Source: an optimization exercise on an open RTL-to-GDS flow (aim: small area and a short achievable clock period). Production flows keep margins and buffers that such runs may drop.
The RTL was checked by simulation tests, not by an equivalence proof against the original design.

// bfp_dot_product
module bfp_dot_product (
    input  logic                    i_clk,
    input  logic                    i_reset_n,
    input  logic                    i_valid,
    input  logic [(8 + 16 * (3 + 1))-1:0] i_act,
    input  logic [(8 + 16 * (3 + 1))-1:0] i_weight,
    output logic                    o_valid,
    output logic [(1 + 8 + 23)-1:0]        o_result
);
Size: about 1400 cells after synthesis, roughly 160 flip-flops, about 0.012 mm2 of cells after synthesis.
==> flow/config.mk <==
export PLATFORM = sky130hd
export DESIGN_NAME = bfp_dot_product
export DESIGN_NICKNAME = bfp_dot_product
export VERILOG_FILES = /design/flow/design.v
export SDC_FILE = /design/flow/constraint.sdc
export NUM_CORES = 4
export LEC_CHECK = 0
export CAP_MARGIN = 20
export CORE_MARGIN = 2
export CORE_UTILIZATION = 40
export SLEW_MARGIN = 20
==> flow/constraint.sdc <==
create_clock -name core_clock -period 10.5 [get_ports {i_clk}]
set_input_delay 2.1000 -clock core_clock [delete_from_list [all_inputs] [get_ports {i_clk}]]
set_output_delay 2.1000 -clock core_clock [all_outputs]
set_load 0.01 [all_outputs]
standard.sh (not shown) runs the stock make flow with config.mk's settings and CLKGATE_MAP_FILE= SYNTH_SCRIPT=/design/flow/synth_recipe.tcl, a recipe that flattens the netlist after the stock synthesis.
==> flow/flow/run.sh <==
#!/bin/bash
# Own layout flow: the standard ORFS flow, with these changes in how the layout is made:
#  - the port buffers are sky130_fd_sc_hd__buf_1 cells (buffer_ports picks a delay cell otherwise);
#  - synthesis skips the generic ABC pass inside Yosys's synth (SYNTH_ARGS=-noabc), so the
#    full adders are extracted from the design's own gates (fewer inverters); the script
#    is still synth_recipe.tcl, so registers keep their names and cell types;
#  - timing repair aims for extra setup slack (SETUP_SLACK_MARGIN), only on the worst endpoints;
#  - ABC maps for area (ABC_AREA=1), leaving speed to the timing repair;
#  - clock tree synthesis inserts no dummy loads (CTS_ARGS, otherwise ORFS's own arguments).
# The clock period and constraints are the standard flow's, unchanged.
set -euo pipefail
export BUFFER_PORTS_ARGS="-buffer_cell sky130_fd_sc_hd__buf_1"
export SYNTH_ARGS="-noabc"
export SETUP_SLACK_MARGIN=6.9
export TNS_END_PERCENT=${TNS:-5}
export ABC_AREA=1
export CTS_ARGS="-sink_clustering_enable -repair_clock_nets -dont_use_dummy_load"
bash standard.sh > standard.log 2>&1
The first run went through all stages and came out clean.
Then changed:
--- a/flow/flow/run.sh
+++ b/flow/flow/run.sh
@@ -12,5 +12,5 @@
 export BUFFER_PORTS_ARGS="-buffer_cell sky130_fd_sc_hd__buf_1"
 export SYNTH_ARGS="-noabc"
-export SETUP_SLACK_MARGIN=6.9
+export SETUP_SLACK_MARGIN=6.85
 export TNS_END_PERCENT=${TNS:-5}
 export ABC_AREA=1
Effect:
- The changed run completed without violations
- die area stays the same
- non-clock buffer count fell by 2
- worst setup slack degrades by 29 ps
Then changed:
--- a/flow/flow/run.sh
+++ b/flow/flow/run.sh
@@ -12,5 +12,5 @@
 export BUFFER_PORTS_ARGS="-buffer_cell sky130_fd_sc_hd__buf_1"
 export SYNTH_ARGS="-noabc"
-export SETUP_SLACK_MARGIN=6.85
+export SETUP_SLACK_MARGIN=7.0
 export TNS_END_PERCENT=${TNS:-5}
 export ABC_AREA=1
Maximum frequency stays flat; die area stays the same; non-clock buffer count stays the same; setup slack is worse by 6.2 ps; via count came out higher by 1.4%; count of clock-buffer cells in the layout does not change.

Setup of alpha:
Another version of the RTL of bfp_dot_product (not shown whole).
Size in the first run: ~1400 cells after synthesis, about 150 flip-flops.
==> flow/config.mk <==
export PLATFORM = sky130hd
export DESIGN_NAME = bfp_dot_product
export DESIGN_NICKNAME = bfp_dot_product
export VERILOG_FILES = /design/flow/design.v
export SDC_FILE = /design/flow/constraint.sdc
export NUM_CORES = 4
export LEC_CHECK = 0
export CAP_MARGIN = 20
export CORE_MARGIN = 2
export CORE_UTILIZATION = 40
export SLEW_MARGIN = 20
==> flow/constraint.sdc <==
create_clock -name core_clock -period 10.5 [get_ports {i_clk}]
set_input_delay 2.1000 -clock core_clock [delete_from_list [all_inputs] [get_ports {i_clk}]]
set_output_delay 2.1000 -clock core_clock [all_outputs]
set_load 0.01 [all_outputs]
==> flow/flow/run.sh <==
#!/bin/bash
# Own layout flow: the standard ORFS flow, with these changes in how the layout is made:
#  - the port buffers are sky130_fd_sc_hd__buf_1 cells (buffer_ports picks a delay cell otherwise);
#  - synthesis skips the generic ABC pass inside Yosys's synth (SYNTH_ARGS=-noabc), so the
#    full adders are extracted from the design's own gates (fewer inverters); the script
#    is still synth_recipe.tcl, so registers keep their names and cell types;
#  - timing repair aims for extra setup slack (SETUP_SLACK_MARGIN), only on the worst endpoints.
# The clock period and constraints are the standard flow's, unchanged.
set -euo pipefail
export BUFFER_PORTS_ARGS="-buffer_cell sky130_fd_sc_hd__buf_1"
export SYNTH_ARGS="-noabc"
export SETUP_SLACK_MARGIN=7.0
export TNS_END_PERCENT=${TNS:-5}
export ABC_AREA=1
export CTS_ARGS="-sink_clustering_enable -repair_clock_nets -dont_use_dummy_load"
bash standard.sh > standard.log 2>&1
Input changes introduced in gamma (baseline for comparison: alpha):
-- flow/flow/run.sh --
<<< alpha, line 11
export SYNTH_ARGS="-noabc"
export SETUP_SLACK_MARGIN=7.0
export TNS_END_PERCENT=${TNS:-5}
export ABC_AREA=1
export CTS_ARGS="-sink_clustering_enable -repair_clock_nets -dont_use_dummy_load"
bash standard.sh > standard.log 2>&1
>>> gamma, line 11
export SYNTH_ARGS="-noabc"
export SETUP_SLACK_MARGIN=7.1
export TNS_END_PERCENT=20
export ABC_AREA=1
bash standard.sh > standard.log 2>&1
==> comparison <==
- The via count in gamma sits 135 above the value recorded for alpha.
- Compared with alpha, in gamma number of global-route vias before repair now larger, final non-filler cell area moved up, met3 routed wirelength shows a reduction of 350 microns, layout overhead on the synthesized area saw an increase.
- Going from alpha to gamma, number of ordinary and repair buffers in the finished layout grew by a little under 10%.
- Cmp gamma vs alpha: final worst setup slack higher in gamma

bfp_dot_product with an RTL version that a note above also has.
Size: roughly 1,400 cells after synthesis, roughly 160 flip-flops, about 12,000 um^2 of cells after synthesis.
==> flow/design.v (excerpt) <==
module bfp_dot_product (
    input  logic                    i_clk,
    input  logic                    i_reset_n,
    input  logic                    i_valid,
    input  logic [(8 + 16 * (3 + 1))-1:0] i_act,
    input  logic [(8 + 16 * (3 + 1))-1:0] i_weight,
    output logic                    o_valid,
    output logic [(1 + 8 + 23)-1:0]        o_result
);
export LEC_CHECK = 0
export CAP_MARGIN = 20
export CORE_MARGIN = 2
export CORE_UTILIZATION = 40
export SLEW_MARGIN = 20
create_clock -name core_clock -period 10.5 [get_ports {i_clk}]
==> flow/flow/run.sh <==
#!/bin/bash
# Own layout flow: the standard ORFS flow, with these changes in how the layout is made:
#  - the port buffers are sky130_fd_sc_hd__buf_1 cells (buffer_ports picks a delay cell otherwise);
#  - synthesis skips the generic ABC pass inside Yosys's synth (SYNTH_ARGS=-noabc), so the
#    full adders are extracted from the design's own gates (fewer inverters); the script
#    is still synth_recipe.tcl, so registers keep their names and cell types;
#  - timing repair aims for extra setup slack (SETUP_SLACK_MARGIN), only on the worst endpoints;
#  - ABC maps for area (ABC_AREA=1), leaving speed to the timing repair;
#  - clock tree synthesis inserts no dummy loads (CTS_ARGS, otherwise ORFS's own arguments).
# The clock period and constraints are the standard flow's, unchanged.
set -euo pipefail
export BUFFER_PORTS_ARGS="-buffer_cell sky130_fd_sc_hd__buf_1"
export SYNTH_ARGS="-noabc"
export SETUP_SLACK_MARGIN=6.7
export TNS_END_PERCENT=${TNS:-5}
export ABC_AREA=1
export CTS_ARGS="-sink_clustering_enable -repair_clock_nets -dont_use_dummy_load"
bash standard.sh > standard.log 2>&1
Rerun with:
--- a/flow/flow/run.sh
+++ b/flow/flow/run.sh
@@ -12,6 +12,6 @@
 export BUFFER_PORTS_ARGS="-buffer_cell sky130_fd_sc_hd__buf_1"
 export SYNTH_ARGS="-noabc"
-export SETUP_SLACK_MARGIN=6.7
-export TNS_END_PERCENT=${TNS:-5}
+export SETUP_SLACK_MARGIN=6.85
+export TNS_END_PERCENT=1
 export ABC_AREA=1
 export CTS_ARGS="-sink_clustering_enable -repair_clock_nets -dont_use_dummy_load"
=> Synthesized area does not change; worst setup slack improved by 0.21 ns; first-iteration DRC count fell by 0.76%; design area grows by 0.98%; global-route usage stays flat; via count falls by 1.4%; non-clock buffer count stays the same; hold slack stays flat.

bfp_dot_product, a different RTL version from the one above (not shown whole).
Size: ~1100 cells after synthesis, roughly 150 flip-flops, roughly 180 I/O pins, about 12000 sq um of cells after synthesis.
clock: 10.5 ns
lec_check: 0
cap_margin: 20
core_margin: 2
core_utilization: 40
slew_margin: 20
==> flow/flow/run.sh <==
#!/bin/bash
# Own layout flow: the standard ORFS flow, with these changes in how the layout is made:
#  - the port buffers are sky130_fd_sc_hd__buf_1 cells (buffer_ports picks a delay cell otherwise);
#  - synthesis skips the generic ABC pass inside Yosys's synth (SYNTH_ARGS=-noabc), so the
#    full adders are extracted from the design's own gates (fewer inverters); the script
#    is still synth_recipe.tcl, so registers keep their names and cell types;
#  - timing repair aims for extra setup slack (SETUP_SLACK_MARGIN), only on the worst endpoints.
# The clock period and constraints are the standard flow's, unchanged.
set -euo pipefail
export BUFFER_PORTS_ARGS="-buffer_cell sky130_fd_sc_hd__buf_1"
export SYNTH_ARGS="-noabc"
export SETUP_SLACK_MARGIN=7.05
export TNS_END_PERCENT=${TNS:-5}
bash standard.sh > standard.log 2>&1
Edit:
--- a/flow/flow/run.sh
+++ b/flow/flow/run.sh
@@ -11,4 +11,6 @@
 export SYNTH_ARGS="-noabc"
-export SETUP_SLACK_MARGIN=7.05
+export SETUP_SLACK_MARGIN=6.9
 export TNS_END_PERCENT=${TNS:-5}
+export CTS_CLUSTER_SIZE=60
+export CTS_CLUSTER_DIAMETER=100
 bash standard.sh > standard.log 2>&1
What happened:
- The changed run finished with timing, DRC and antenna clean
- utilization decreases by 1.8 points
- die area does not change
- non-clock buffer count decreases by 10
- setup slack is worse by 0.069 ns
- area after synthesis stays the same
- worst hold slack is worse by 0.0031 ns
- register-to-register slack is worse by 0.04 ns
- via count decreases by 1.2%
- sequential share of layout area increases by 0.65 points

port drivers added, routing unchanged:
In the flow no input, the clock included, has a driving cell. The finished layouts below were timed again as built, in two steps. Step 1 (the two cells are an assumption about what drives the block):
set clk [get_ports {i_clk}]
set_driving_cell -lib_cell sky130_fd_sc_hd__clkbuf_16 $clk
set_driving_cell -lib_cell sky130_fd_sc_hd__buf_2 [delete_from_list [all_inputs] $clk]
Step 2 also shifts input and output timing later by t, the mid clock arrival at the registers, as if the neighbouring blocks saw the same clock. Three values: no drivers, after step 1, after step 2; two values: the first two.
run	t (ns)	setup WS [ns]	latest minus earliest clock arrival (ns)	pins driven straight from the clock port
the first run of note 1	0.468	7.045 / 7.047 / 6.605	0.042 / 0.042	1
the second run of note 1	0.480	7.016 / 7.042 / 6.562	0.038 / 0.038	1
the third run of note 1	0.462	7.009 / 7.034 / 6.572	0.041 / 0.041	1
alpha	0.463	7.046 / 7.069 / 6.606	0.028 / 0.028	1
gamma	0.479	7.077 / 7.107 / 6.628	0.012 / 0.012	1
the first run of note 3	0.465	6.802 / 6.830 / 6.365	0.052 / 0.052	1
the second run of note 3	0.480	7.016 / 7.042 / 6.562	0.038 / 0.038	1
the first run of note 4	0.477	6.914 / 6.918 / 6.468	0.014 / 0.014	1
the second run of note 4	0.480	6.845 / 6.842 / 6.395	0.011 / 0.011	1
After both steps setup and hold are still met in every run listed.
